From an optimization exercise on the open Yosys and OpenROAD flow, aimed at small area and a short achievable clock period; shortcuts taken in it are not production practice.
Function was checked by simulation only, so behaviour that the tests miss may differ from the original.
No activity file was given, so power comes from the tool's default toggle rates.

$ cat design/flow/config.mk
export PLATFORM = sky130hd
export DESIGN_NAME = xike_top
export DESIGN_NICKNAME = xike_top
export VERILOG_FILES = /design/flow/design.v
export SDC_FILE = /design/flow/constraint.sdc
export NUM_CORES = 4
export LEC_CHECK = 0
export CAP_MARGIN = 20
export CORE_MARGIN = 2
export CORE_UTILIZATION = 45
export SLEW_MARGIN = 20
$ cat design/flow/constraint.sdc
create_clock -name core_clock -period 10.0 [get_ports {bus_clk}]
set_input_delay 2.0000 -clock core_clock [delete_from_list [all_inputs] [get_ports {bus_clk}]]
set_output_delay 2.0000 -clock core_clock [all_outputs]
set_load 0.01 [all_outputs]
$ cat design/flow/run.sh
#!/bin/bash
# synth_recipe.tcl (not shown) runs the flow's synth.tcl, then flattens the netlist and writes it again
# the make line also repeats each setting of config.mk as NAME=value (left out here)
make -C /OpenROAD-flow-scripts/flow DESIGN_CONFIG=/design/flow/config.mk WORK_HOME=/design/flow/orfs CLKGATE_MAP_FILE= SYNTH_SCRIPT=/design/flow/synth_recipe.tcl finish
$ cat design/flow/design.v
`timescale 1ns/1ps
`default_nettype none
module sync_fifo #(
  parameter int WIDTH = 32,
  parameter int DEPTH = 16
) (
  input  wire logic     bus_clk,
  input  wire logic     reset,
  input  wire logic     wr_en,
  input  wire logic [WIDTH-1:0] din,
  input  wire logic     rd_en,
  output logic [WIDTH-1:0] dout,
  output logic          full,
  output logic          empty
);
  localparam int AW = $clog2(DEPTH);
  logic [WIDTH-1:0] mem [DEPTH];
  logic [AW-1:0] wr_ptr;
  logic [AW-1:0] rd_ptr;
  logic [AW:0]   count;
  logic          do_wr;
  logic          do_rd;
  function automatic logic [AW-1:0] next_ptr(input logic [AW-1:0] ptr);
    if (ptr == AW'(DEPTH - 1)) begin
      next_ptr = '0;
    end else begin
      next_ptr = ptr + 1'b1;
    end
  endfunction
  assign do_wr = wr_en && !full;
  assign do_rd = rd_en && !empty;
  assign full  = (count == (AW+1)'(DEPTH));
  assign empty = (count == '0);
  assign dout = mem[rd_ptr];
  always_ff @(posedge bus_clk) begin
    if (do_wr) begin
      mem[wr_ptr] <= din;
    end
  end
  always_ff @(posedge bus_clk) begin
    if (reset) begin
      wr_ptr <= '0;
      rd_ptr <= '0;
      count  <= '0;
    end else begin
      if (do_wr) begin
        wr_ptr <= next_ptr(wr_ptr);
      end
      if (do_rd) begin
        rd_ptr <= next_ptr(rd_ptr);
      end
      case ({do_wr, do_rd})
        2'b10:   count <= count + 1'b1;
        2'b01:   count <= count - 1'b1;
        default: count <= count;
      endcase
    end
  end
endmodule
`default_nettype wire
`timescale 1ns/1ps
`default_nettype none
module xike_regs (
  input  wire logic                        bus_clk,
  input  wire logic                        reset,
  input  wire logic                        reg_wren,
  input  wire logic                        reg_rden,
  input  wire logic [5-1:0] reg_addr,
  input  wire logic [15:0]                 reg_wdata,
  input  wire logic                        in_drop,
  output logic      [15:0]                 reg_rdata,
  output logic                             mua_en
);
  logic [15:0] ctrl_reg;
  logic [15:0] ovf_cnt;
  assign mua_en = ctrl_reg[0];
  always_ff @(posedge bus_clk) begin
    if (reset) begin
      ctrl_reg <= '0;
    end else if (reg_wren && (reg_addr == 5'd0)) begin
      ctrl_reg <= reg_wdata;
    end
  end
  always_ff @(posedge bus_clk) begin
    if (reset) begin
      ovf_cnt <= '0;
    end else if (in_drop && (ovf_cnt != '1)) begin
      ovf_cnt <= ovf_cnt + 1'b1;
    end
  end
  always_ff @(posedge bus_clk) begin
    if (reset) begin
      reg_rdata <= '0;
    end else if (reg_rden) begin
      case (reg_addr)
        5'd0: reg_rdata <= ctrl_reg;
        5'd1:  reg_rdata <= ovf_cnt;
        default:        reg_rdata <= '0;
      endcase
    end
  end
endmodule
`default_nettype wire
`timescale 1ns/1ps
`default_nettype none
module raw_comb (
  input  wire logic                                          bus_clk,
  input  wire logic                                          reset,
  input  wire logic [(3 + 12 + 16)-1:0]                     in_sample,
  input  wire logic                                          in_empty,
  input  wire logic                                          comb_ready,
  output logic                                               in_rden,
  output logic                                               comb_valid,
  output logic [5*(12 + 16)-1:0]          comb_frame
);
  localparam int N  = 5;
  localparam int LW = (12 + 16);
  logic [N-1:0]               lane_wr;
  logic                       frame_done;
  logic [3-1:0]  in_stream;
  assign in_stream = in_sample[(3 + 12 + 16)-1 -: 3];
  assign in_rden = !in_empty && !comb_valid;
  always_comb begin
    for (int i = 0; i < N; i++) begin
      lane_wr[i] = in_rden && (in_stream == 3'(i));
    end
  end
  assign frame_done = lane_wr[N-1];
  always_ff @(posedge bus_clk) begin
    for (int i = 0; i < N; i++) begin
      if (lane_wr[i]) begin
        comb_frame[i*LW +: LW] <= in_sample[LW-1:0];
      end
    end
  end
  always_ff @(posedge bus_clk) begin
    if (reset) begin
      comb_valid <= 1'b0;
    end else if (frame_done) begin
      comb_valid <= 1'b1;
    end else if (comb_valid && comb_ready) begin
      comb_valid <= 1'b0;
    end
  end
endmodule
`default_nettype wire
`timescale 1ns/1ps
`default_nettype none
module mua_filter (
  input  wire logic                                          bus_clk,
  input  wire logic                                          reset,
  input  wire logic                                          comb_valid,
  input  wire logic [5*(12 + 16)-1:0]     comb_frame,
  input  wire logic                                          mua_ready,
  output logic                                               comb_ready,
  output logic                                               mua_valid,
  output logic [5*(12 + 20)-1:0]          mua_frame
);
  localparam int N  = 5;
  localparam int DW = 20;
  localparam int LW = (12 + 16);
  localparam int WW = (12 + 20);
  localparam int IW = $clog2(32);
  logic [16-1:0]        hist [N][32];
  logic [N-1:0][32-1:0] hist_seen;
  logic [N-1:0][IW-1:0]           idx;
  logic                           advance;
  logic                           accept;
  logic                           s1_valid;
  logic [N*LW-1:0]                s1_frame;
  logic [N-1:0][16-1:0] s1_prev;
  function automatic logic [DW-1:0] first_diff(input logic [16-1:0] cur,
                                               input logic [16-1:0] prev);
    logic [DW-1:0] cur_ext;
    logic [DW-1:0] prev_ext;
    cur_ext    = {{(DW - 16){1'b0}}, cur};
    prev_ext   = {{(DW - 16){1'b0}}, prev};
    first_diff = cur_ext - prev_ext;
  endfunction
  assign advance    = !(mua_valid && !mua_ready);
  assign comb_ready = advance;
  assign accept     = comb_valid && comb_ready;
  always_comb begin
    for (int l = 0; l < N; l++) begin
      idx[l] = comb_frame[l*LW + 16 +: IW];
    end
  end
  always_ff @(posedge bus_clk) begin
    if (accept) begin
      for (int l = 0; l < N; l++) begin
        hist[l][idx[l]] <= comb_frame[l*LW +: 16];
      end
    end
  end
  always_ff @(posedge bus_clk) begin
    if (reset) begin
      hist_seen <= '0;
    end else if (accept) begin
      for (int l = 0; l < N; l++) begin
        hist_seen[l][idx[l]] <= 1'b1;
      end
    end
  end
  always_ff @(posedge bus_clk) begin
    if (advance) begin
      s1_frame <= comb_frame;
      for (int l = 0; l < N; l++) begin
        s1_prev[l] <= hist_seen[l][idx[l]] ? hist[l][idx[l]] : '0;
      end
    end
  end
  always_ff @(posedge bus_clk) begin
    if (advance) begin
      for (int l = 0; l < N; l++) begin
        mua_frame[l*WW + DW +: 12] <= s1_frame[l*LW + 16 +: 12];
        mua_frame[l*WW +: DW] <= first_diff(s1_frame[l*LW +: 16], s1_prev[l]);
      end
    end
  end
  always_ff @(posedge bus_clk) begin
    if (reset) begin
      s1_valid  <= 1'b0;
      mua_valid <= 1'b0;
    end else if (advance) begin
      s1_valid  <= comb_valid;
      mua_valid <= s1_valid;
    end
  end
endmodule
`default_nettype wire
`timescale 1ns/1ps
`default_nettype none
module mua_serializer (
  input  wire logic                                          bus_clk,
  input  wire logic                                          reset,
  input  wire logic                                          mua_valid,
  input  wire logic [5*(12 + 20)-1:0]     mua_frame,
  input  wire logic                                          host_full,
  output logic                                               mua_ready,
  output logic                                               word_valid,
  output logic [(12 + 20)-1:0]                            word
);
  localparam int N  = 5;
  localparam int CW = $clog2(N);
  logic                                 busy;
  logic [CW-1:0]                        lane_cnt;
  logic [N-1:0][(12 + 20)-1:0]       frame_q;
  assign mua_ready  = !busy;
  assign word_valid = busy && !host_full;
  assign word       = frame_q[lane_cnt];
  always_ff @(posedge bus_clk) begin
    if (mua_valid && mua_ready) begin
      frame_q <= mua_frame;
    end
  end
  always_ff @(posedge bus_clk) begin
    if (reset) begin
      busy     <= 1'b0;
      lane_cnt <= '0;
    end else if (mua_valid && mua_ready) begin
      busy     <= 1'b1;
      lane_cnt <= '0;
    end else if (word_valid) begin
      if (lane_cnt == CW'(N - 1)) begin
        busy <= 1'b0;
      end else begin
        lane_cnt <= lane_cnt + 1'b1;
      end
    end
  end
endmodule
`default_nettype wire
`timescale 1ns/1ps
`default_nettype none
module xike_top (
  input  wire logic                        bus_clk,
  input  wire logic                        reset,
  input  wire logic                        sample_valid,
  input  wire logic [30:0]                 sample,
  input  wire logic                        reg_wren,
  input  wire logic                        reg_rden,
  input  wire logic [5-1:0] reg_addr,
  input  wire logic [15:0]                 reg_wdata,
  input  wire logic                        host_rden,
  output logic      [15:0]                 reg_rdata,
  output logic      [31:0]                 host_data,
  output logic                             host_empty
);
  logic                                      mua_en;
  logic                                      in_wren;
  logic                                      in_drop;
  logic                                      in_full;
  logic                                      in_empty;
  logic                                      in_rden;
  logic [(3 + 12 + 16)-1:0]                 in_sample;
  logic                                      comb_valid;
  logic                                      comb_ready;
  logic [5*(12 + 16)-1:0] comb_frame;
  logic                                      mua_valid;
  logic                                      mua_ready;
  logic [5*(12 + 20)-1:0] mua_frame;
  logic                                      word_valid;
  logic [(12 + 20)-1:0]                   word;
  logic                                      host_full;
  assign in_wren = sample_valid && mua_en && !in_full;
  assign in_drop = sample_valid && mua_en && in_full;
  xike_regs i_xike_regs (
    .bus_clk  (bus_clk  ),
    .reset    (reset    ),
    .reg_wren (reg_wren ),
    .reg_rden (reg_rden ),
    .reg_addr (reg_addr ),
    .reg_wdata(reg_wdata),
    .in_drop  (in_drop  ),
    .reg_rdata(reg_rdata),
    .mua_en   (mua_en   )
  );
  sync_fifo #(.WIDTH((3 + 12 + 16)), .DEPTH(16)) i_in_fifo (
    .bus_clk(bus_clk  ),
    .reset  (reset    ),
    .wr_en  (in_wren  ),
    .din    (sample   ),
    .rd_en  (in_rden  ),
    .dout   (in_sample),
    .full   (in_full  ),
    .empty  (in_empty )
  );
  raw_comb i_raw_comb (
    .bus_clk   (bus_clk   ),
    .reset     (reset     ),
    .in_sample (in_sample ),
    .in_empty  (in_empty  ),
    .comb_ready(comb_ready),
    .in_rden   (in_rden   ),
    .comb_valid(comb_valid),
    .comb_frame(comb_frame)
  );
  mua_filter i_mua_filter (
    .bus_clk   (bus_clk   ),
    .reset     (reset     ),
    .comb_valid(comb_valid),
    .comb_frame(comb_frame),
    .mua_ready (mua_ready ),
    .comb_ready(comb_ready),
    .mua_valid (mua_valid ),
    .mua_frame (mua_frame )
  );
  mua_serializer i_mua_serializer (
    .bus_clk   (bus_clk   ),
    .reset     (reset     ),
    .mua_valid (mua_valid ),
    .mua_frame (mua_frame ),
    .host_full (host_full ),
    .mua_ready (mua_ready ),
    .word_valid(word_valid),
    .word      (word      )
  );
  sync_fifo #(.WIDTH((12 + 20)), .DEPTH(64)) i_host_fifo (
    .bus_clk(bus_clk   ),
    .reset  (reset     ),
    .wr_en  (word_valid),
    .din    (word      ),
    .rd_en  (host_rden ),
    .dout   (host_data ),
    .full   (host_full ),
    .empty  (host_empty)
  );
endmodule
`default_nettype wire
==> flow_metrics.tcl, run 1 <==
set metrics [dict create \
    status "timing/DRC/antenna clean" \
    num_rows 258 \
    fp.dieW_um 709 \
    vdd_drop_max_uv 186 \
    tns_ps 0 \
    antenna_found_initial 40 \
    final_layout_size_suffix_gt1_share_pct 25.9 \
    fin_skew_ps 64.9 \
    port_buffers 106 \
    final_cells 18100 \
    postSynthAreaPerCell_um2 21.5 \
    area_growth_pct 13.8 \
    place_hpwl_um 308000 \
    fin_nets 11200 \
    clockBufferDepth 4 \
    arrival_ps 5410 \
    io_pins 107 \
    drc 0 \
    post-route-min-period_ps 7410 \
    reg2reg_setup_slack_ps 5540 \
    cts.sinks 5819 \
    async_flop_share_pct 0 \
    switching_share_pct 24.3 \
    cp-start-kind "flip-flop" \
    seq_power_share_pct 50.5 \
    largest_reg_flops 2560 \
    vias 107000 \
    start_util_pct 45.2 \
    clkSlewWorstSetupHoldPaths_ps 60 \
    grtUsageTotal_pct 21.6 \
    htree_levels 6 \
    p_sw_mw 13.9 \
    via_per_inst 5.89 \
    setup_viol 0 \
    synth_top_area_share_pct 74.7 \
    ys_seq_elements 5819 \
    rsz0062_at_grt "no" \
    finalCritPeriodShare_pct 74.1 \
    hold_violations 0 \
    grt_start_max_net_pins 182 \
    pwr-share-clk_pct 37.6 \
    tritoncts "built" \
    max-slew-margin-rel_pct 20.1 \
    synth_ff_type "edfxtp_1" \
    cts_setup_buffers 0 \
    slew_violations 0 \
    synth_fp_nets 10600 \
    p_leak_nw 78.8 \
    routedWlPerCell_um 30.3 \
    detail-route-antenna-nets 0 \
    end_kind "output port" \
    post_cts_resized 0 \
    root_buffer "clkbuf_16" \
    timing.rr.end "i_host_fifo.mem[18][20]" \
    synth-edff-count 5562 \
    ys_types 75 \
    yosys.area.top_type "edfxtp_1" \
    dr.first_iter.drc_count 11900 \
    fp.dieArea_mm2 0.502 \
    p_int_mw 43.4 \
    grt-ovfl-total 0 \
    fp.dieH_um 709 \
    reg2regPathDepth 8 \
    worstPathMaxFanout 37 \
    synth-seq-area-share_pct 77.0 \
    yosysWarnings 6 \
    worstMarginPinSlew_ps 1190 \
    p_comb_share_pct 12.0 \
    critPathRequiredTime_ps 8000 \
    clock.fmax_mhz 135 \
    grt_pass1_wl_um 784000 \
    power.density_mw_per_mm2 225 \
    synthCells 10400 \
    dr.pass1.iters 5 \
    clkLatencyLatePin_ps 1090 \
    dp_cells 17000 \
    hold_path.class "reg2reg" \
    design.core.area_mm2 0.494 \
    gp_congestion 0.807 \
    cap_violations 0 \
    critPathKind "reg2out" \
    synth_area_leaders "edfxtp_1 (75%), mux4_2 (15%), dfxtp_1 (2.3%)" \
    numCtsBuffers 598 \
    r2r_start "i_mua_serializer.busy" \
    ctsHoldBuffers 0 \
    drt-total-wl_um 549000 \
    grt_pass1_vias 109000 \
    syn-cell-area_mm2 0.224 \
    endpoint "host_data[8]" \
]
-- synth_stat cells (40+ instances only) --
master	instances
a211oi_1	65
a21oi_1	402
buf_1	62
buf_2	175
clkbuf_1	246
dfxtp_1	257
edfxtp_1	5562
ha_1	120
inv_1	143
mux2i_1	125
mux4_2	1526
nand2_1	301
nand2b_1	40
nand3_1	65
nor2_1	562
nor2b_1	97
nor3_1	69
o22ai_1	79
xnor2_1	49
-- power groups by stage --
stage	combinational [mW]	sequential [mW]	clock (mW)
finish	6.86	29.0	21.5
global route	7.27	29.1	22.8
CTS	6.56	29.3	21.9
detailed placement	6.54	29.8	0
global placement	6.42	29.7	0
floorplan	4.43	29.2	0
-- per-layer routing --
| metal | GRT usage [%] | up-vias | wire [µm] |
|---|---|---|---|
| met1 | 29.6 | 57300 | 220000 |
| met2 | 36.3 | 4244 | 274000 |
| li1 | - | 44300 | - |
| met3 | 2.90 | 879 | 37500 |
| met4 | 6.31 | 4 | 17000 |
| met5 | 0 | - | 33 |
-- kinds of logic (layout without fill, tap and decap cells) --
| kind of cell | count (synthesis) | in the layout | share of synthesized area [%] |
|---|---|---|---|
| AO/OA/AOI/OAI | 725 | 725 | 1.92 |
| XOR/XNOR | 84 | 84 | 0.329 |
| adder cells (fa/ha/maj) | 127 | 127 | 0.734 |
| buffers and inverters | 672 | 1750 | 1.33 |
| flip-flops | 5819 | 5819 | 77.0 |
| multiplexers | 1676 | 1676 | 16.1 |
| other | 0 | 13 | 0 |
| AND/OR/NAND/NOR | 1277 | 1277 | 2.59 |
-- worst min path at each step --
| stage | start | endpoint | cells past startpoint |
|---|---|---|---|
| 2_1_floorplan | i_mua_filter.s1_frame[100] | i_mua_filter.mua_frame[116] | 0 |
| 3_3_place_gp | i_raw_comb.comb_frame[108] | i_mua_filter.s1_frame[108] | 0 |
| 3_5_place_dp | i_mua_filter.s1_frame[111] | i_mua_filter.mua_frame[127] | 0 |
| 4_1_cts | i_mua_filter.mua_frame[139] | i_mua_serializer.frame_q[139] | 0 |
| 5_1_grt | i_mua_filter.mua_frame[142] | i_mua_serializer.frame_q[142] | 0 |
| 6_report | i_mua_filter.mua_frame[139] | i_mua_serializer.frame_q[139] | 0 |
-- cells in the final DEF, fill, tap and decap left out, types with 143 or more instances in the layout --
master and instances:
a21oi_1 402, edfxtp_1 5562, inv_1 143, clkbuf_1 158, dfxtp_1 244, mux4_2 1526, buf_4 357, clkbuf_16 609
nor2_1 474, nand2_1 300
-- worst max-delay path, stage by stage (launching register included) --
cell and delay, ps:
dfxtp_4 920, buf_4 690, buf_4 630, mux4_2 570, nor2b_1 150, a211oi_1 310
a21oi_1 70, o22ai_1 310, nor2_1 120, clkdlybuf4s50_1 520
-- stage by stage --
step / cell area [µm²] / setup WS [ps] / hold slack, ps / utilization, % / total power, mW
after floorplan: 224000 / 2240 / 400 / - / 33.6
after global placement: 235000 / 3490 / 400 / 47.5 / 36.1
after detailed placement: 235000 / 3550 / 405 / 47.5 / 36.3
after CTS: 253000 / 2390 / 393 / 51.3 / 57.7
after global routing: 254000 / 2190 / 411 / 51.5 / 59.2
final: 254000 / 2590 / 398 / 51.5 / 57.4
-- area by class of cell --
cell class	count	area (µm²)
Antenna cell	13	32.5
Clock buffer	780	16000
Clock inverter	289	2840
Fill cell	38200	240000
Inverter	145	544
Multi-Input combinational cell	3889	49500
Sequential cell	5819	172000
Tap cell	6630	8300
Timing Repair Buffer	536	4990
==> run 2, diff against run 1 <==
--- a/design/flow/design.v
+++ b/design/flow/design.v
@@ -4,34 +4,27 @@
   parameter int WIDTH = 32,
   parameter int DEPTH = 16
 ) (
-  input  wire logic     bus_clk,
-  input  wire logic     reset,
-  input  wire logic     wr_en,
+  input  wire logic             bus_clk,
+  input  wire logic             reset,
+  input  wire logic             wr_en,
   input  wire logic [WIDTH-1:0] din,
-  input  wire logic     rd_en,
-  output logic [WIDTH-1:0] dout,
-  output logic          full,
-  output logic          empty
+  input  wire logic             rd_en,
+  output logic      [WIDTH-1:0] dout,
+  output logic                  full,
+  output logic                  empty
 );
   localparam int AW = $clog2(DEPTH);
   logic [WIDTH-1:0] mem [DEPTH];
-  logic [AW-1:0] wr_ptr;
-  logic [AW-1:0] rd_ptr;
-  logic [AW:0]   count;
-  logic          do_wr;
-  logic          do_rd;
-  function automatic logic [AW-1:0] next_ptr(input logic [AW-1:0] ptr);
-    if (ptr == AW'(DEPTH - 1)) begin
-      next_ptr = '0;
-    end else begin
-      next_ptr = ptr + 1'b1;
-    end
-  endfunction
+  logic [AW-1:0]    wr_ptr;
+  logic [AW-1:0]    rd_ptr;
+  logic [AW:0]      count;
+  logic             do_wr;
+  logic             do_rd;
   assign do_wr = wr_en && !full;
   assign do_rd = rd_en && !empty;
-  assign full  = (count == (AW+1)'(DEPTH));
+  assign full  = count[AW];
   assign empty = (count == '0);
-  assign dout = mem[rd_ptr];
+  assign dout  = mem[rd_ptr];
   always_ff @(posedge bus_clk) begin
     if (do_wr) begin
       mem[wr_ptr] <= din;
@@ -44,10 +37,10 @@
       count  <= '0;
     end else begin
       if (do_wr) begin
-        wr_ptr <= next_ptr(wr_ptr);
+        wr_ptr <= wr_ptr + 1'b1;
       end
       if (do_rd) begin
-        rd_ptr <= next_ptr(rd_ptr);
+        rd_ptr <= rd_ptr + 1'b1;
       end
       case ({do_wr, do_rd})
         2'b10:   count <= count + 1'b1;
@@ -57,6 +50,84 @@
     end
   end
 endmodule
+module host_fifo #(
+  parameter int WIDTH = 29,
+  parameter int DEPTH = 64
+) (
+  input  wire logic             bus_clk,
+  input  wire logic             reset,
+  input  wire logic             wr_en,
+  input  wire logic [WIDTH-1:0] din,
+  input  wire logic             rd_en,
+  output logic      [WIDTH-1:0] dout,
+  output logic                  full,
+  output logic                  empty
+);
+  localparam int BD = DEPTH - 1;
+  localparam int AW = $clog2(BD);
+  logic [WIDTH-1:0] mem [BD];
+  logic [AW-1:0]    wr_ptr;
+  logic [AW-1:0]    rd_ptr;
+  logic [AW-1:0]    bcnt;
+  logic             hv;
+  logic             push;
+  logic             pop;
+  logic             body_nz;
+  logic             to_body;
+  logic             from_body;
+  function automatic logic [AW-1:0] next_ptr(input logic [AW-1:0] ptr);
+    if (ptr == AW'(BD - 1)) begin
+      next_ptr = '0;
+    end else begin
+      next_ptr = ptr + 1'b1;
+    end
+  endfunction
+  assign empty     = !hv;
+  assign push      = wr_en && !full;
+  assign pop       = rd_en && hv;
+  assign body_nz   = (bcnt != '0);
+  assign to_body   = push && hv && !(pop && !body_nz);
+  assign from_body = pop && body_nz;
+  always_ff @(posedge bus_clk) begin
+    if (push) begin
+      mem[wr_ptr] <= din;
+    end
+  end
+  always_ff @(posedge bus_clk) begin
+    if (pop) begin
+      if (body_nz) begin
+        dout <= mem[rd_ptr];
+      end else begin
+        dout <= din;
+      end
+    end else if (!hv) begin
+      dout <= din;
+    end
+  end
+  always_ff @(posedge bus_clk) begin
+    if (reset) begin
+      hv     <= 1'b0;
+      full   <= 1'b0;
+      wr_ptr <= '0;
+      rd_ptr <= '0;
+      bcnt   <= '0;
+    end else begin
+      hv   <= body_nz || push || (hv && !pop);
+      full <= (full && !pop) || (push && !pop && hv && (bcnt == AW'(BD - 1)));
+      if (to_body) begin
+        wr_ptr <= next_ptr(wr_ptr);
+      end
+      if (from_body) begin
+        rd_ptr <= next_ptr(rd_ptr);
+      end
+      case ({to_body, from_body})
+        2'b10:   bcnt <= bcnt + 1'b1;
+        2'b01:   bcnt <= bcnt - 1'b1;
+        default: bcnt <= bcnt;
+      endcase
+    end
+  end
+endmodule
 `default_nettype wire
 `timescale 1ns/1ps
 `default_nettype none
@@ -147,48 +218,40 @@
 `timescale 1ns/1ps
 `default_nettype none
 module mua_filter (
-  input  wire logic                                          bus_clk,
-  input  wire logic                                          reset,
-  input  wire logic                                          comb_valid,
-  input  wire logic [5*(12 + 16)-1:0]     comb_frame,
-  input  wire logic                                          mua_ready,
-  output logic                                               comb_ready,
-  output logic                                               mua_valid,
-  output logic [5*(12 + 20)-1:0]          mua_frame
+  input  wire logic                                   bus_clk,
+  input  wire logic                                   reset,
+  input  wire logic                                   comb_valid,
+  input  wire logic [5*(12 + 16)-1:0] comb_frame,
+  input  wire logic                                   mua_ready,
+  output logic                                        comb_ready,
+  output logic                                        mua_valid,
+  output logic [5*(12 + 17)-1:0]       mua_frame
 );
   localparam int N  = 5;
-  localparam int DW = 20;
+  localparam int QW = (12 + 17);
   localparam int LW = (12 + 16);
-  localparam int WW = (12 + 20);
+  localparam int DAW = 16;
   localparam int IW = $clog2(32);
-  logic [16-1:0]        hist [N][32];
+  logic [DAW-1:0]                 hist [N][32];
   logic [N-1:0][32-1:0] hist_seen;
   logic [N-1:0][IW-1:0]           idx;
   logic                           advance;
   logic                           accept;
   logic                           s1_valid;
   logic [N*LW-1:0]                s1_frame;
-  logic [N-1:0][16-1:0] s1_prev;
-  function automatic logic [DW-1:0] first_diff(input logic [16-1:0] cur,
-                                               input logic [16-1:0] prev);
-    logic [DW-1:0] cur_ext;
-    logic [DW-1:0] prev_ext;
-    cur_ext    = {{(DW - 16){1'b0}}, cur};
-    prev_ext   = {{(DW - 16){1'b0}}, prev};
-    first_diff = cur_ext - prev_ext;
-  endfunction
+  logic [N-1:0][DAW-1:0]          s1_prev;
   assign advance    = !(mua_valid && !mua_ready);
   assign comb_ready = advance;
-  assign accept     = comb_valid && comb_ready;
+  assign accept     = comb_valid && advance;
   always_comb begin
     for (int l = 0; l < N; l++) begin
-      idx[l] = comb_frame[l*LW + 16 +: IW];
+      idx[l] = comb_frame[l*LW + DAW +: IW];
     end
   end
   always_ff @(posedge bus_clk) begin
     if (accept) begin
       for (int l = 0; l < N; l++) begin
-        hist[l][idx[l]] <= comb_frame[l*LW +: 16];
+        hist[l][idx[l]] <= comb_frame[l*LW +: DAW];
       end
     end
   end
@@ -212,8 +275,8 @@
   always_ff @(posedge bus_clk) begin
     if (advance) begin
       for (int l = 0; l < N; l++) begin
-        mua_frame[l*WW + DW +: 12] <= s1_frame[l*LW + 16 +: 12];
-        mua_frame[l*WW +: DW] <= first_diff(s1_frame[l*LW +: 16], s1_prev[l]);
+        mua_frame[l*QW + 17 +: 12] <= s1_frame[l*LW + DAW +: 12];
+        mua_frame[l*QW +: 17] <= {1'b0, s1_frame[l*LW +: DAW]} - {1'b0, s1_prev[l]};
       end
     end
   end
@@ -231,20 +294,20 @@
 `timescale 1ns/1ps
 `default_nettype none
 module mua_serializer (
-  input  wire logic                                          bus_clk,
-  input  wire logic                                          reset,
-  input  wire logic                                          mua_valid,
-  input  wire logic [5*(12 + 20)-1:0]     mua_frame,
-  input  wire logic                                          host_full,
-  output logic                                               mua_ready,
-  output logic                                               word_valid,
-  output logic [(12 + 20)-1:0]                            word
+  input  wire logic                               bus_clk,
+  input  wire logic                               reset,
+  input  wire logic                               mua_valid,
+  input  wire logic [5*(12 + 17)-1:0] mua_frame,
+  input  wire logic                               host_full,
+  output logic                                    mua_ready,
+  output logic                                    word_valid,
+  output logic [(12 + 17)-1:0]                     word
 );
   localparam int N  = 5;
   localparam int CW = $clog2(N);
-  logic                                 busy;
-  logic [CW-1:0]                        lane_cnt;
-  logic [N-1:0][(12 + 20)-1:0]       frame_q;
+  logic                      busy;
+  logic [CW-1:0]             lane_cnt;
+  logic [N-1:0][(12 + 17)-1:0] frame_q;
   assign mua_ready  = !busy;
   assign word_valid = busy && !host_full;
   assign word       = frame_q[lane_cnt];
@@ -298,9 +361,10 @@
   logic [5*(12 + 16)-1:0] comb_frame;
   logic                                      mua_valid;
   logic                                      mua_ready;
-  logic [5*(12 + 20)-1:0] mua_frame;
+  logic [5*(12 + 17)-1:0]     mua_frame;
   logic                                      word_valid;
-  logic [(12 + 20)-1:0]                   word;
+  logic [(12 + 17)-1:0]                       word;
+  logic [(12 + 17)-1:0]                       host_q;
   logic                                      host_full;
   assign in_wren = sample_valid && mua_en && !in_full;
   assign in_drop = sample_valid && mua_en && in_full;
@@ -355,15 +419,16 @@
     .word_valid(word_valid),
     .word      (word      )
   );
-  sync_fifo #(.WIDTH((12 + 20)), .DEPTH(64)) i_host_fifo (
+  host_fifo #(.WIDTH((12 + 17)), .DEPTH(64)) i_host_fifo (
     .bus_clk(bus_clk   ),
     .reset  (reset     ),
     .wr_en  (word_valid),
     .din    (word      ),
     .rd_en  (host_rden ),
-    .dout   (host_data ),
+    .dout   (host_q    ),
     .full   (host_full ),
     .empty  (host_empty)
   );
+  assign host_data = {host_q[(12 + 17)-1:17], {(20-17){host_q[16]}}, host_q[16:0]};
 endmodule
 `default_nettype wire
==> flow_metrics.tcl, run 2 <==
set metrics [dict create \
    status "timing/DRC/antenna clean" \
    design.core.area_mm2 0.494 \
    synth_ff_type "edfxtp_1" \
    worstMarginPinSlew_ps 1400 \
    final_cell_mix "edfxtp_1 (5562), mux4_2 (1468), clkbuf_16 (611)" \
    yosys.area.top_type "edfxtp_1" \
    largest_reg_flops 2560 \
    ys_top_cells_by_count "edfxtp_1 (5562), mux4_2 (1468), nor2_1 (638)" \
    gp_congestion 0.841 \
    placed_area_mm2 0.234 \
    drc 0 \
    max-slew-margin-rel_pct 6.84 \
    place_hpwl_um 308000 \
    hold_path.class "reg2reg" \
    cap_violations 0 \
    antenna_found_initial 43 \
    vias 107000 \
    endpoint "i_host_fifo.dout[8]" \
    tritoncts "built" \
    tns_ps 0 \
    cts.sinks 5820 \
    ys_seq_elements 5820 \
    post-route-min-period_ps 4760 \
    reg2reg_setup_slack_ps 5240 \
    synth_area_leaders "edfxtp_1 (75%), mux4_2 (15%), dfxtp_1 (2.3%)" \
    arrival_ps 5540 \
    fp.dieW_um 709 \
    multi_input_area_mm2 0.0493 \
    grt_pass1_vias 109000 \
    timing.rr.end "i_host_fifo.dout[8]" \
    synth_top_area_share_pct 74.8 \
    port_buffers 106 \
    grt_start_max_net_pins 177 \
    async_flop_share_pct 0 \
    io_pins 107 \
    final_area_mm2 0.254 \
    ctsHoldBuffers 0 \
    power.density_mw_per_mm2 221 \
    clkLatencyLatePin_ps 1060 \
    yosysWarnings 6 \
    detail-route-antenna-nets 0 \
    post_cts_resized 0 \
    p_leak_nw 79.0 \
    dr.pass1.iters 6 \
    synth-seq-area-share_pct 77.1 \
    synth.most_common_cell "edfxtp_1" \
    cts_setup_buffers 0 \
    numCtsBuffers 596 \
    grt-ovfl-total 0 \
    fin_skew_ps 63.8 \
    vdd_drop_max_uv 186 \
    mostFrequentLayoutCell "edfxtp_1" \
    cp-start-kind "flip-flop" \
    drt-total-wl_um 540000 \
    dr.first_iter.drc_count 12200 \
    finalCritPeriodShare_pct 47.6 \
    ys_types 75 \
    fp.dieArea_mm2 0.502 \
    num_rows 258 \
    postSynthAreaPerCell_um2 21.2 \
    end_kind "flip-flop" \
    worstPathMaxFanout 46 \
    final_layout_size_suffix_gt1_share_pct 24.9 \
    grt_pass1_wl_um 776000 \
    clockBufferDepth 4 \
    fp.dieH_um 709 \
    critPathKind "reg2reg" \
    area_growth_pct 13.8 \
    clock.fmax_mhz 210 \
    setup_viol 0 \
    synthCells 10500 \
    slew_violations 0 \
    reg2regPathDepth 6 \
    synth_fp_nets 10700 \
    nFillCells 38200 \
    grtUsageTotal_pct 21.3 \
    clkSlewWorstSetupHoldPaths_ps 60 \
    start_util_pct 45.2 \
    rsz0062_at_grt "no" \
    routedWlPerCell_um 29.8 \
    fin_nets 11300 \
    regArea_mm2 0.172 \
    root_buffer "clkbuf_16" \
    htree_levels 6 \
    syn-cell-area_mm2 0.223 \
    synth-edff-count 5562 \
    hold_violations 0 \
    critPathRequiredTime_ps 10790 \
    via_per_inst 5.92 \
]
[run 2: cell count changes after synthesis, moves of 52 or more]
cell and delta:
a22oi_1 +110, nor2_1 +76, nand2_1 +88, a211oi_1 -52
a21oi_1 -59, mux4_2 -58
[run 2: per-layer routing]
metal | vias to the layer above | GRT usage [%] | wire length (µm)
met5 | - | 0 | 26
met4 | 4 | 5.87 | 14600
met3 | 817 | 2.95 | 36600
met2 | 4085 | 35.7 | 271000
met1 | 57600 | 29.4 | 218000
li1 | 44700 | - | -
[run 2: report_power, final]
group / internal [mW] / switching (mW)
clock: 12.2 / 9.18
combinational: 2.49 / 3.58
sequential: 28.1 / 0.621
total: 42.8 / 13.4
[run 2: critical path, cell delays in order, from the launching register on]
cell and delay [ps]:
dfxtp_4 990, buf_4 800, buf_4 580, mux4_2 570, mux4_2 590, a2111oi_0 800
nor3_1 90
[run 2: logic make-up (layout without fill, tap and decap cells)]
group                      after synthesis  count (layout)  synth area share, %
DFF                                   5820            5820                 77.1
AOI/OAI and AO/OA                      774             774                 2.13
xor gates and xnor gates                92              92                0.361
buffers and inverters                  678            1752                 1.33
other                                    0              16                    0
muxes                                 1651            1651                 15.7
adders and majority gates              128             128                0.741
and+or+nand+nor                       1387            1387                 2.70
[run 2: how the worst min path moves through the flow]
stage / from / to / slack (ps) / cells past startpoint
after global placement: i_mua_filter.s1_frame[136] / i_mua_filter.mua_frame[141] / 400 / 0
after CTS: i_mua_filter.s1_frame[74] / i_mua_filter.mua_frame[77] / 400 / 0
final: i_mua_filter.mua_frame[17] / i_mua_serializer.frame_q[17] / 410 / 0
after global routing: i_mua_filter.s1_frame[74] / i_mua_filter.mua_frame[77] / 410 / 0
after floorplan: i_mua_filter.s1_frame[100] / i_mua_filter.mua_frame[104] / 400 / 0
after detailed placement: i_mua_filter.s1_frame[110] / i_mua_filter.mua_frame[114] / 400 / 0
[run 2: stage by stage]
stage               util (%)  total power [mW]  setup WS (ps)  hold WS, ps  cells
CTS                     51.2              56.6           5060          398  18000
floorplan                  -              32.9           2100          400  10500
global route            51.5              58.0           4980          409  18100
global placement        47.4              35.1           4550          401  17000
detailed placement      47.4              35.3           4580          405  17000
finish                  51.5              56.2           5240          410  18100
[run 2: area by class of cell]
type | instances | area share [%]
Antenna cell | 16 | 0.0158
Clock buffer | 762 | 6.29
Clock inverter | 315 | 1.10
Inverter | 148 | 0.219
Multi-Input combinational cell | 4032 | 19.4
Sequential cell | 5820 | 67.8
Tap cell | 6500 | 3.20
Timing Repair Buffer | 527 | 2.01
==> run 3, diff against run 2 <==
--- a/design/flow/design.v
+++ b/design/flow/design.v
@@ -52,29 +52,36 @@
 endmodule
 module host_fifo #(
   parameter int WIDTH = 29,
+  parameter int OWIDTH = 32,
+  parameter int SBIT = 16,
   parameter int DEPTH = 64
 ) (
-  input  wire logic             bus_clk,
-  input  wire logic             reset,
-  input  wire logic             wr_en,
-  input  wire logic [WIDTH-1:0] din,
-  input  wire logic             rd_en,
-  output logic      [WIDTH-1:0] dout,
-  output logic                  full,
-  output logic                  empty
+  input  wire logic              bus_clk,
+  input  wire logic              reset,
+  input  wire logic              wr_en,
+  input  wire logic [WIDTH-1:0]  din,
+  input  wire logic              rd_en,
+  output logic      [OWIDTH-1:0] dout,
+  output logic                   full,
+  output logic                   empty
 );
   localparam int BD = DEPTH - 1;
   localparam int AW = $clog2(BD);
-  logic [WIDTH-1:0] mem [BD];
-  logic [AW-1:0]    wr_ptr;
-  logic [AW-1:0]    rd_ptr;
-  logic [AW-1:0]    bcnt;
-  logic             hv;
-  logic             push;
-  logic             pop;
-  logic             body_nz;
-  logic             to_body;
-  logic             from_body;
+  localparam int EXT = OWIDTH - WIDTH;
+  logic [WIDTH-1:0]  mem [BD];
+  logic [OWIDTH-1:0] head;
+  logic [WIDTH-1:0]  head_new;
+  logic [OWIDTH-1:0] head_wide;
+  logic [AW-1:0]     wr_ptr;
+  logic [AW-1:0]     rd_ptr;
+  logic [AW-1:0]     bcnt;
+  logic              hv;
+  logic              push;
+  logic              pop;
+  logic              body_nz;
+  logic              to_body;
+  logic              from_body;
+  logic              head_ld;
   function automatic logic [AW-1:0] next_ptr(input logic [AW-1:0] ptr);
     if (ptr == AW'(BD - 1)) begin
       next_ptr = '0;
@@ -82,38 +89,37 @@
       next_ptr = ptr + 1'b1;
     end
   endfunction
-  assign empty     = !hv;
   assign push      = wr_en && !full;
   assign pop       = rd_en && hv;
   assign body_nz   = (bcnt != '0);
   assign to_body   = push && hv && !(pop && !body_nz);
   assign from_body = pop && body_nz;
+  assign head_ld   = pop || !hv;
+  assign head_new  = from_body ? mem[rd_ptr] : din;
+  assign head_wide = {head_new[WIDTH-1:SBIT+1], {EXT{head_new[SBIT]}}, head_new[SBIT:0]};
   always_ff @(posedge bus_clk) begin
     if (push) begin
       mem[wr_ptr] <= din;
     end
   end
   always_ff @(posedge bus_clk) begin
-    if (pop) begin
-      if (body_nz) begin
-        dout <= mem[rd_ptr];
-      end else begin
-        dout <= din;
-      end
-    end else if (!hv) begin
-      dout <= din;
-    end
+    head <= head_ld ? head_wide : dout;
+  end
+  always_ff @(posedge bus_clk) begin
+    dout <= head_ld ? head_wide : head;
   end
   always_ff @(posedge bus_clk) begin
     if (reset) begin
       hv     <= 1'b0;
+      empty  <= 1'b1;
       full   <= 1'b0;
       wr_ptr <= '0;
       rd_ptr <= '0;
       bcnt   <= '0;
     end else begin
-      hv   <= body_nz || push || (hv && !pop);
-      full <= (full && !pop) || (push && !pop && hv && (bcnt == AW'(BD - 1)));
+      hv    <= body_nz || push || (hv && !rd_en);
+      empty <= !(body_nz || push || (!empty && !rd_en));
+      full  <= (full && !pop) || (push && !pop && hv && (bcnt == AW'(BD - 1)));
       if (to_body) begin
         wr_ptr <= next_ptr(wr_ptr);
       end
@@ -144,6 +150,15 @@
 );
   logic [15:0] ctrl_reg;
   logic [15:0] ovf_cnt;
+  logic [15:0] rd_sel;
+  logic [15:0] rd_hold;
+  always_comb begin
+    case (reg_addr)
+      5'd0: rd_sel = ctrl_reg;
+      5'd1:  rd_sel = ovf_cnt;
+      default:        rd_sel = '0;
+    endcase
+  end
   assign mua_en = ctrl_reg[0];
   always_ff @(posedge bus_clk) begin
     if (reset) begin
@@ -161,13 +176,16 @@
   end
   always_ff @(posedge bus_clk) begin
     if (reset) begin
+      rd_hold <= '0;
+    end else begin
+      rd_hold <= reg_rden ? rd_sel : reg_rdata;
+    end
+  end
+  always_ff @(posedge bus_clk) begin
+    if (reset) begin
       reg_rdata <= '0;
-    end else if (reg_rden) begin
-      case (reg_addr)
-        5'd0: reg_rdata <= ctrl_reg;
-        5'd1:  reg_rdata <= ovf_cnt;
-        default:        reg_rdata <= '0;
-      endcase
+    end else begin
+      reg_rdata <= reg_rden ? rd_sel : rd_hold;
     end
   end
 endmodule
@@ -364,8 +382,7 @@
   logic [5*(12 + 17)-1:0]     mua_frame;
   logic                                      word_valid;
   logic [(12 + 17)-1:0]                       word;
-  logic [(12 + 17)-1:0]                       host_q;
-  logic                                      host_full;
+    logic                                      host_full;
   assign in_wren = sample_valid && mua_en && !in_full;
   assign in_drop = sample_valid && mua_en && in_full;
   xike_regs i_xike_regs (
@@ -419,16 +436,15 @@
     .word_valid(word_valid),
     .word      (word      )
   );
-  host_fifo #(.WIDTH((12 + 17)), .DEPTH(64)) i_host_fifo (
+  host_fifo #(.WIDTH((12 + 17)), .OWIDTH((12 + 20)), .SBIT(16), .DEPTH(64)) i_host_fifo (
     .bus_clk(bus_clk   ),
     .reset  (reset     ),
     .wr_en  (word_valid),
     .din    (word      ),
     .rd_en  (host_rden ),
-    .dout   (host_q    ),
+    .dout   (host_data ),
     .full   (host_full ),
     .empty  (host_empty)
   );
-  assign host_data = {host_q[(12 + 17)-1:17], {(20-17){host_q[16]}}, host_q[16:0]};
 endmodule
 `default_nettype wire
==> design/flow/flow/run.sh (new file) <==
#!/bin/bash
set -euo pipefail
bash standard.sh SETUP_SLACK_MARGIN=6.6 finish > standard_flow.log 2>&1
==> design/flow/standard.sh (new file) <==
#!/bin/bash
# synth_recipe.tcl (not shown) runs the flow's synth.tcl, then flattens the netlist and writes it again
# the make line also repeats each setting of config.mk as NAME=value (left out here)
make -C /OpenROAD-flow-scripts/flow DESIGN_CONFIG=/design/flow/config.mk WORK_HOME=/design/flow/orfs CLKGATE_MAP_FILE= SYNTH_SCRIPT=/design/flow/synth_recipe.tcl "${@:-finish}"
--- a/design/flow/config.mk
+++ b/design/flow/config.mk
@@ -7,5 +7,8 @@
 export LEC_CHECK = 0
 export CAP_MARGIN = 20
 export CORE_MARGIN = 2
-export CORE_UTILIZATION = 45
+export CORE_UTILIZATION = 60
+export CTS_CLUSTER_DIAMETER = 120
+export CTS_CLUSTER_SIZE = 20
+export PLACE_DENSITY = 0.7
 export SLEW_MARGIN = 20
removed: design/flow/run.sh
==> flow_metrics.tcl, run 3 <==
set metrics [dict create \
    fin_skew_ps 57.3 \
    endpoint "reg_rdata[1]" \
    path_depth 1 \
    yosys.area.top_type "edfxtp_1" \
    critPathMaxStageDelay_ps 530 \
    ys_types 75 \
    setup_viol 0 \
    hold_violations 0 \
    worstPathMaxFanout 2 \
    finalCritPeriodShare_pct 36.5 \
    grt_start_max_net_pins 180 \
    design.core.area_mm2 0.373 \
    drt-total-wl_um 535000 \
    tns_ps 0 \
    dr.first_iter.drc_count 14000 \
    tritoncts "built" \
    final_util_pct 65.8 \
    largest_reg_flops 2560 \
    arrival_ps 1650 \
    end_kind "output port" \
    cp-start-kind "flip-flop" \
    place_hpwl_um 299000 \
    max-slew-margin-rel_pct 24.7 \
    htree_levels 5 \
    synth.most_common_cell "edfxtp_1" \
    synth_ff_type "edfxtp_1" \
    via_per_inst 6.70 \
    gp_congestion 0.874 \
    final_layout_size_suffix_gt1_share_pct 24.1 \
    status "timing/DRC/antenna clean" \
    syn-cell-area_mm2 0.225 \
    crit_family "flip-flops" \
    rsz0062_at_grt "yes" \
    area_growth_pct 9.06 \
    drc 0 \
    fp.dieArea_mm2 0.380 \
    final_cell_mix "edfxtp_1 (5533), mux4_2 (1467), nor2_1 (482)" \
    synth_top_area_share_pct 73.8 \
    detail-route-antenna-nets 0 \
    numCtsBuffers 331 \
    synthCells 10700 \
    num_rows 224 \
    post-route-min-period_ps 3650 \
    vdd_drop_max_uv 162 \
    clkLatencyLatePin_ps 980 \
    critPathRequiredTime_ps 8000 \
    ys_top_cells_by_count "edfxtp_1 (5533), mux4_2 (1467), nor2_1 (560)" \
    root_buffer "clkbuf_16" \
    worstMarginPinSlew_ps 1120 \
    ys_seq_elements 5872 \
    grtUsageTotal_pct 28.1 \
    io_pins 107 \
    clockBufferDepth 4 \
    routedWlPerCell_um 33.0 \
    p_leak_nw 75.8 \
    clock.fmax_mhz 274 \
    crit_path_cell_trace "buf_6" \
    slew_violations 0 \
    synth_fp_nets 10900 \
    hold_path.class "reg2reg" \
    timing.rr.end "i_host_fifo.head[8]" \
    grt-ovfl-total 0 \
    cts.sinks 5872 \
    reg2reg_setup_slack_ps 6610 \
    clkSlewWorstSetupHoldPaths_ps 80 \
    fp.dieH_um 617 \
    cp-startpoint "i_xike_regs.reg_rdata[1]" \
    async_flop_share_pct 0 \
    grt_pass1_wl_um 766000 \
    path_buf_inv 1 \
    critPathKind "reg2out" \
    cap_violations 0 \
    crit_slowest_cell "dfxtp_4" \
    fp.dieW_um 617 \
    dr.pass1.iters 8 \
    reg2regPathDepth 9 \
    vias 109000 \
    postSynthAreaPerCell_um2 21.1 \
    grt_pass1_vias 108000 \
    yosysWarnings 6 \
    mostFrequentLayoutCell "edfxtp_1" \
    power.density_mw_per_mm2 199 \
    synth_area_leaders "edfxtp_1 (74%), mux4_2 (15%), dfxtp_1 (3.0%)" \
    port_buffers 106 \
    fin_nets 11300 \
    antenna_found_initial 43 \
    start_util_pct 60.4 \
    synth-edff-count 5533 \
    synth-seq-area-share_pct 76.8 \
    nFillCells 23700 \
]
[run 3: layout make-up]
class                           count  area (µm²)  share of cell area, %
Timing Repair inverter              1        5.00                0.00204
Antenna cell                       64         160                 0.0652
Sequential cell                  5872      173000                   70.5
Inverter                          143         553                  0.225
Tap cell                         4972        6220                   2.53
Timing Repair Buffer              587        6030                   2.45
Clock buffer                      435        8820                   3.59
Clock inverter                     19         215                 0.0876
Multi-Input combinational cell   4133       50500                   20.6
[run 3: cells by family (layout without fill, tap and decap cells)]
logic type               after synthesis  count (layout)  share of synthesized area [%]
AO/OA/AOI/OAI                        856             856                           2.32
XOR/XNOR                              91              91                          0.354
adder cells (fa/ha/maj)              128             128                          0.734
buffers and inverters                675            1185                           1.31
flip-flops                          5872            5872                           76.8
multiplexers                        1734            1734                           15.9
other                                  0              64                              0
AND/OR/NAND/NOR                     1317            1324                           2.61
[run 3: layer usage]
metal  track usage [%]  vias up  part of all wire (%)
li1                  -    44400                     -
met1              39.5    57700                    38
met2              45.6     5536                    49
met3              4.09      941                   9.0
met4              10.0       16                   4.0
met5                 0        -                 0.019
[run 3: how the worst min path moves through the flow]
| stage | from | endpoint | slack [ps] | depth (start not counted) |
|---|---|---|---|---|
| 2_1_floorplan | i_host_fifo.head[22] | i_host_fifo.dout[22] | 400 | 2 |
| 3_3_place_gp | i_mua_filter.mua_frame[50] | i_mua_serializer.frame_q[50] | 400 | 0 |
| 3_5_place_dp | i_mua_filter.s1_frame[21] | i_mua_filter.mua_frame[22] | 400 | 0 |
| 4_1_cts | i_mua_filter.mua_frame[26] | i_mua_serializer.frame_q[26] | 410 | 0 |
| 6_report | i_mua_filter.mua_frame[26] | i_mua_serializer.frame_q[26] | 420 | 0 |
| 5_1_grt | i_mua_filter.mua_frame[84] | i_mua_serializer.frame_q[84] | 420 | 0 |
[run 3: timing repair]
action | in CTS | in global routing
setup buffers | 43 | 15
endpoints found under the hold margin | 0 | 0
hold buffers | 0 | 0
endpoints found under the setup margin | 2859 | 328
resized for setup | 424 | 40
gates cloned | 17 | 4
pin swaps | 11 | 4
[run 3: through the flow]
step	setup slack [ps]	total power, mW	hold slack [ps]	std cells	area (µm²)
global placement	4830	35.2	401	15600	234000
global route	6320	50.2	423	16200	246000
floorplan	6110	33.1	399	10700	225000
detailed placement	4860	35.4	405	15600	234000
CTS	6230	48.8	413	16100	244000
finish	6350	48.8	417	16200	246000
[run 3: power breakdown]
part	switching [mW]	internal, mW
logic	3.64	2.61
registers	0.648	28.2
clock network	7.43	6.20
==> run 4, diff against run 3 <==
==> design/flow/flow/run.sh (replaced) <==
#!/bin/bash
set -euo pipefail
here=$(pwd)
bash standard.sh \
  SETUP_SLACK_MARGIN=6.6 \
  IO_CONSTRAINTS="$here/flow/io.tcl" \
  CTS_ARGS="-sink_clustering_enable -repair_clock_nets -sink_clustering_size 25 -sink_clustering_max_diameter 100 -distance_between_buffers 400 -dont_use_dummy_load" \
  finish > standard_flow.log 2>&1
==> design/flow/flow/io.tcl (new file) <==
set_io_pin_constraint -pin_names {reg_rdata[*] reg_rden reg_wren reg_addr[*] reg_wdata[*] reset} -region top:*
set_io_pin_constraint -pin_names {host_data[*] host_empty host_rden} -region right:*
set_io_pin_constraint -pin_names {sample[*] sample_valid bus_clk} -region left:*
--- a/design/flow/config.mk
+++ b/design/flow/config.mk
@@ -7,8 +7,6 @@
 export LEC_CHECK = 0
 export CAP_MARGIN = 20
 export CORE_MARGIN = 2
-export CORE_UTILIZATION = 60
-export CTS_CLUSTER_DIAMETER = 120
-export CTS_CLUSTER_SIZE = 20
-export PLACE_DENSITY = 0.7
+export CORE_UTILIZATION = 68
+export PLACE_DENSITY = 0.76
 export SLEW_MARGIN = 20
==> flow_metrics.tcl, run 4 <==
set metrics [dict create \
    fin_nets 11200 \
    synthCells 10700 \
    vias 108000 \
    place_hpwl_um 298000 \
    fp.dieW_um 580 \
    p_leak_nw 74.8 \
    dr.first_iter.drc_count 15300 \
    htree_levels 5 \
    crit_slowest_cell "nor2_2" \
    drt-total-wl_um 524000 \
    dr.pass1.iters 8 \
    grt_pass1_vias 107000 \
    numCtsBuffers 285 \
    synth_top_area_share_pct 73.8 \
    async_flop_share_pct 0 \
    start_util_pct 68.3 \
    gp_congestion 0.897 \
    ys_top_cells_by_count "edfxtp_1 (5533), mux4_2 (1467), nor2_1 (560)" \
    nFillCells 18000 \
    end_kind "flip-flop" \
    placed_area_mm2 0.233 \
    ys_seq_elements 5872 \
    p_int_mw 36.0 \
    path_common_cell "buf_4" \
    fp.dieH_um 580 \
    grt_start_max_net_pins 151 \
    num_rows 211 \
    design.core.area_mm2 0.330 \
    largest_reg_flops 2560 \
    max-slew-margin-rel_pct 14.1 \
    pwr-share-clk_pct 25.7 \
    fin_skew_ps 63.4 \
    synth-seq-area-share_pct 76.8 \
    p_comb_share_pct 13.1 \
    grt-ovfl-total 0 \
    routedWlPerCell_um 34.0 \
    final_layout_size_suffix_gt1_share_pct 23.9 \
    p_sw_mw 11.2 \
    cts.sinks 5872 \
    reg2reg_setup_slack_ps 6450 \
    crit_path_cell_trace "nand2_8, and2_2, buf_4, buf_4, nand3_1, nor2_2, buf_4" \
    power.density_mw_per_mm2 194 \
    path_depth 7 \
    tns_ps 0 \
    syn-cell-area_mm2 0.225 \
    final_util_pct 73.6 \
    path_buf_inv 3 \
    clkLatencyLatePin_ps 1030 \
    critPathKind "reg2reg" \
    endpoint "i_mua_filter.hist[58][0]" \
    crit_family "simple AND/OR/NAND/NOR gates" \
    arrival_ps 4220 \
    clkSlewWorstSetupHoldPaths_ps 100 \
    antenna_found_initial 25 \
    yosysWarnings 6 \
    status "timing/DRC/antenna clean" \
    hold_violations 0 \
    fp.dieArea_mm2 0.336 \
    ys_types 75 \
    cp-start-kind "flip-flop" \
    fin_ws_ps 6450 \
    postSynthAreaPerCell_um2 21.1 \
    synth_area_leaders "edfxtp_1 (74%), mux4_2 (15%), dfxtp_1 (3.0%)" \
    post-route-min-period_ps 3550 \
    synth_fp_nets 10900 \
    hold_path.class "reg2reg" \
    detail-route-antenna-nets 0 \
    critPathRequiredTime_ps 10680 \
    slew_violations 0 \
    worstMarginPinSlew_ps 1280 \
    worstPathMaxFanout 54 \
    dp_slack_ps 4960 \
    cp-startpoint "i_mua_serializer.busy" \
    port_buffers 106 \
    mostFrequentLayoutCell "edfxtp_1" \
    finalCritPeriodShare_pct 35.5 \
    critPathMaxStageDelay_ps 590 \
    synth.most_common_cell "edfxtp_1" \
    r2r_start "i_mua_serializer.busy" \
    final_cell_mix "edfxtp_1 (5533), mux4_2 (1467), nor2_1 (462)" \
    seq_power_share_pct 61.3 \
    synth-edff-count 5533 \
    timing.rr.end "i_mua_filter.hist[58][0]" \
    grtUsageTotal_pct 31.5 \
    vdd_drop_max_uv 225 \
    final_area_mm2 0.243 \
    io_pins 107 \
    clockBufferDepth 4 \
    tritoncts "built" \
    grt_pass1_wl_um 750000 \
    setup_viol 0 \
    clock.fmax_mhz 282 \
    switching_share_pct 23.8 \
    cap_violations 0 \
    drc 0 \
    reg2regPathDepth 7 \
    via_per_inst 7.00 \
    area_growth_pct 7.82 \
    root_buffer "clkbuf_16" \
    synth_ff_type "edfxtp_1" \
    yosys.area.top_type "edfxtp_1" \
    rsz0062_at_grt "yes" \
]
==> run 4: kinds of logic after synthesis <==
family | after synthesis | share of synthesized area [%]
adders and majority gates | 128 | 0.734
and+or+nand+nor | 1317 | 2.61
xor gates and xnor gates | 91 | 0.354
muxes | 1734 | 15.9
AOI/OAI and AO/OA | 856 | 2.32
buffers and inverters | 675 | 1.31
DFF | 5872 | 76.8
==> run 4: worst register-to-register path: cells and delay by family (launching register included) <==
family / cells / cell delay, ps
simple gates: 4 / 1600
buf+inv: 3 / 1160
flops: 1 / 470
==> run 4: worst min path at each step <==
| stage | start | end | slack, ps | depth (start not counted) |
|---|---|---|---|---|
| 3_5_place_dp | i_mua_filter.s1_frame[101] | i_mua_filter.mua_frame[105] | 400 | 0 |
| 5_1_grt | i_mua_filter.mua_frame[59] | i_mua_serializer.frame_q[59] | 410 | 0 |
| 6_report | i_mua_filter.mua_frame[59] | i_mua_serializer.frame_q[59] | 390 | 0 |
| 2_1_floorplan | i_host_fifo.head[22] | i_host_fifo.dout[22] | 400 | 2 |
| 3_3_place_gp | i_mua_filter.mua_frame[55] | i_mua_serializer.frame_q[55] | 400 | 0 |
| 4_1_cts | i_mua_filter.mua_frame[59] | i_mua_serializer.frame_q[59] | 400 | 0 |
==> run 4: power by group through the flow <==
stage / clock [mW] / combinational (mW) / sequential, mW
4_1_cts: 12.3 / 5.76 / 29.2
2_1_floorplan: 0 / 3.88 / 29.3
5_1_grt: 13.0 / 6.52 / 29.0
3_5_place_dp: 0 / 5.61 / 29.8
6_report: 12.1 / 6.17 / 28.9
3_3_place_gp: 0 / 5.48 / 29.7
==> run 4: through the flow <==
step	total power, mW	hold WS (ps)	std cells
global placement	35.1	401	15000
CTS	47.2	398	15300
floorplan	33.1	399	10700
global route	48.6	415	15400
detailed placement	35.4	405	15000
finish	47.2	395	15400
==> run 4: cell type report <==
| class | instances | area, µm² | area share (%) |
|---|---|---|---|
| timing repair inverter | 1 | 5.00 | 0.00206 |
| sequential | 5872 | 173000 | 71.3 |
| clock buffer | 285 | 7130 | 2.94 |
| inverter | 143 | 551 | 0.227 |
| tap | 4366 | 5460 | 2.25 |
| timing repair buffer | 566 | 5920 | 2.44 |
| antenna | 26 | 65.1 | 0.0268 |
| multi-input combinational | 4133 | 50700 | 20.9 |
==> run 4: repair_timing <==
| item | in CTS | in global routing |
|---|---|---|
| buffers inserted | 44 | 11 |
| resized for setup | 428 | 64 |
| gates cloned | 11 | 4 |
| pin swaps | 11 | 7 |
| hold buffers | 0 | 0 |
| endpoints found under the setup margin | 4076 | 797 |
==> run 4: layer usage <==
layer	global-route usage, %	vias up	routed length, µm
li1	-	44100	-
met1	44.1	56700	190000
met2	51.4	6034	261000
met3	4.82	958	49300
met4	11.9	14	22400
met5	0	-	102
==> run 5, diff against run 4 <==
==> design/flow/flow/run.sh (replaced) <==
#!/bin/bash
set -euo pipefail
here=$(pwd)
bash standard.sh \
  SETUP_SLACK_MARGIN=6.45 \
  IO_CONSTRAINTS="$here/flow/io.tcl" \
  CTS_ARGS="-sink_clustering_enable -repair_clock_nets -sink_clustering_size 25 -sink_clustering_max_diameter 100 -distance_between_buffers 400 -dont_use_dummy_load" \
  finish > standard_flow.log 2>&1
==> flow_metrics.tcl, run 5 <==
set metrics [dict create \
    num_rows 211 \
    clock.fmax_mhz 283 \
    drc 0 \
    postSynthAreaPerCell_um2 21.1 \
    fp.dieH_um 580 \
    fp.dieW_um 580 \
    pwr-share-clk_pct 25.6 \
    placed_area_mm2 0.233 \
    detail-route-antenna-nets 0 \
    slew_violations 0 \
    max-slew-margin-rel_pct 15.5 \
    root_buffer "clkbuf_16" \
    grtUsageTotal_pct 31.6 \
    switching_share_pct 23.8 \
    synth-edff-count 5533 \
    grt_pass1_vias 108000 \
    synth_top_area_share_pct 73.8 \
    final_cells 15400 \
    nFillCells 17900 \
    dr.pass1.iters 6 \
    dp_cells 15000 \
    regArea_mm2 0.173 \
    fin_nets 11200 \
    power.density_mw_per_mm2 195 \
    multi_input_area_mm2 0.0504 \
    fin_skew_ps 61.5 \
    synth_ff_type "edfxtp_1" \
    area_growth_pct 7.65 \
    rsz0062_at_grt "yes" \
    arrival_ps 4230 \
    mostFrequentLayoutCell "edfxtp_1" \
    cap_violations 0 \
    seq_power_share_pct 61.2 \
    grt_pass1_wl_um 754000 \
    gp_congestion 0.871 \
    final_layout_size_suffix_gt1_share_pct 23.5 \
    p_comb_share_pct 13.2 \
    synth_fp_nets 10900 \
    port_buffers 106 \
    drt-total-wl_um 524000 \
    io_pins 107 \
    final_area_mm2 0.242 \
    synth.most_common_cell "edfxtp_1" \
    grt_start_max_net_pins 157 \
    clockBufferDepth 4 \
    start_util_pct 68.3 \
    critPathRequiredTime_ps 10690 \
    critPathKind "reg2reg" \
    post-route-min-period_ps 3540 \
    hold_violations 0 \
    syn-cell-area_mm2 0.225 \
    vdd_drop_max_uv 243 \
    grt-ovfl-total 0 \
    largest_reg_flops 2560 \
    htree_levels 5 \
    synth_area_leaders "edfxtp_1 (74%), mux4_2 (15%), dfxtp_1 (3.0%)" \
    end_kind "flip-flop" \
    synthCells 10700 \
    hold_path.class "reg2reg" \
    cp-start-kind "flip-flop" \
    numCtsBuffers 285 \
    clkSlewWorstSetupHoldPaths_ps 100 \
    yosysWarnings 6 \
    async_flop_share_pct 0 \
    p_sw_mw 11.2 \
    setup_viol 0 \
    p_int_mw 36.0 \
    design.core.area_mm2 0.330 \
    fp.dieArea_mm2 0.336 \
    place_hpwl_um 296000 \
    worstPathMaxFanout 77 \
    dr.first_iter.drc_count 15200 \
    worstMarginPinSlew_ps 1260 \
    p_leak_nw 74.8 \
    ys_top_cells_by_count "edfxtp_1 (5533), mux4_2 (1467), nor2_1 (560)" \
    antenna_found_initial 31 \
    tritoncts "built" \
    status "timing/DRC/antenna clean" \
    finalCritPeriodShare_pct 35.4 \
    clkLatencyLatePin_ps 1010 \
    vias 108000 \
    via_per_inst 7.04 \
    routedWlPerCell_um 34.0 \
    final_cell_mix "edfxtp_1 (5533), mux4_2 (1467), nor2_1 (486)" \
    synth-seq-area-share_pct 76.8 \
    tns_ps 0 \
    ys_seq_elements 5872 \
    cts.sinks 5872 \
    yosys.area.top_type "edfxtp_1" \
    ys_types 75 \
]
[run 5: layout make-up]
cell class                      instances  share of cell area (%)
Multi-Input combinational cell       4132                    20.8
Sequential cell                      5872                    71.4
Timing Repair Buffer                  564                    2.37
Antenna cell                           25                  0.0258
Clock buffer                          285                    2.94
Inverter                              143                   0.224
Tap cell                             4366                    2.25
[run 5: timing repair]
| item | CTS | global route |
|---|---|---|
| setup endpoints to repair | 2776 | 584 |
| pin swaps | 5 | 6 |
| cloned | 10 | 4 |
| setup buffers | 25 | 26 |
| hold buffers | 0 | 0 |
| gates resized for setup | 364 | 41 |
[run 5: final timing paths]
| path | from | to | slack (ps) | depth (start not counted) |
|---|---|---|---|---|
| worst max register to register | i_raw_comb.comb_frame[101] | i_mua_filter.s1_prev[58] | 6460 | 6 |
| worst min register to register | i_mua_filter.mua_frame[125] | i_mua_serializer.frame_q[125] | 400 | 0 |
| worst max-delay path | i_raw_comb.comb_frame[101] | i_mua_filter.s1_prev[58] | 6460 | 6 |
| worst min-delay path | i_mua_filter.mua_frame[125] | i_mua_serializer.frame_q[125] | 400 | 0 |
[run 5: metrics by stage]
stage	util (%)	total power, mW	hold slack [ps]	setup slack (ps)
after floorplan	-	33.1	399	6110
after global placement	70.6	35.1	400	4850
after detailed placement	70.6	35.3	405	4920
after CTS	73.1	47.1	406	6320
after global routing	73.5	48.5	422	6430
final	73.5	47.2	397	6460
[run 5: power by group through the flow]
stage          clock (mW)  combinational, mW  sequential, mW
2_1_floorplan           0               3.87            29.3
3_3_place_gp            0               5.42            29.7
3_5_place_dp            0               5.54            29.8
4_1_cts              12.2               5.71            29.2
5_1_grt              13.0               6.55            29.0
6_report             12.1               6.21            28.9
[run 5: cell families (layout without fill, tap and decap cells)]
| group | Yosys count | in the layout | synth area share, % |
|---|---|---|---|
| buf+inv | 675 | 992 | 1.31 |
| compound gates | 856 | 856 | 2.32 |
| simple gates | 1317 | 1323 | 2.61 |
| other cells | 0 | 25 | 0 |
| flops | 5872 | 5872 | 76.8 |
| xor+xnor | 91 | 91 | 0.354 |
| mux | 1734 | 1734 | 15.9 |
| fa+ha+maj | 128 | 128 | 0.734 |
[run 5: critical path, cell delays in order, from the launching register on]
cell and delay, ps:
edfxtp_1 570, buf_6 650, buf_6 600, mux4_2 430, mux4_2 550, nand2_1 110
a21oi_1 160
[run 5: metal layers]
layer  track usage (%)  routed length [µm]  vias to the layer above
met3              5.00               51700                      966
met1              44.7              191000                    56900
li1                  -                   -                    44100
met4              12.3               22500                       12
met2              51.0              259000                     6412
met5                 0                  80                        -

[re-timing with driven ports]
The flow's constraints put no driver on any port. The routed layouts listed below were extracted and timed again, unchanged, in two steps. Step 1 assumes that a clkbuf_16 drives the clock port and a buf_2 every other input. Step 2 adds t to the input delays and takes it off the output delays; t is the mean of the earliest and latest rising clock arrival at the registers after step 1. Input paths then give back, and output paths get back, about the clock's delay inside the block. Three values: no drivers, after step 1, after step 2; two values: the first two.
run	t, ns	slack for setup (ns)	hold WS [ns]	latest minus earliest clock arrival (ns)
run 1	1.183	2.589 / 2.458 / 3.641	0.398 / 0.398 / 0.398	0.076 / 0.076
run 2	1.147	5.243 / 5.197 / 4.050	0.410 / 0.410 / 0.410	0.070 / 0.070
run 3	1.062	6.349 / 6.235 / 5.630	0.417 / 0.417 / 0.417	0.059 / 0.059
run 4	1.107	6.450 / 6.374 / 5.587	0.395 / 0.395 / 0.395	0.086 / 0.086
run 5	1.097	6.464 / 6.381 / 5.546	0.397 / 0.397 / 0.397	0.083 / 0.084
After both steps every run listed still meets setup and hold. The setup slack of run 2, which loses most, moves by -0.046 ns with the drivers and by -1.193 ns with both steps.
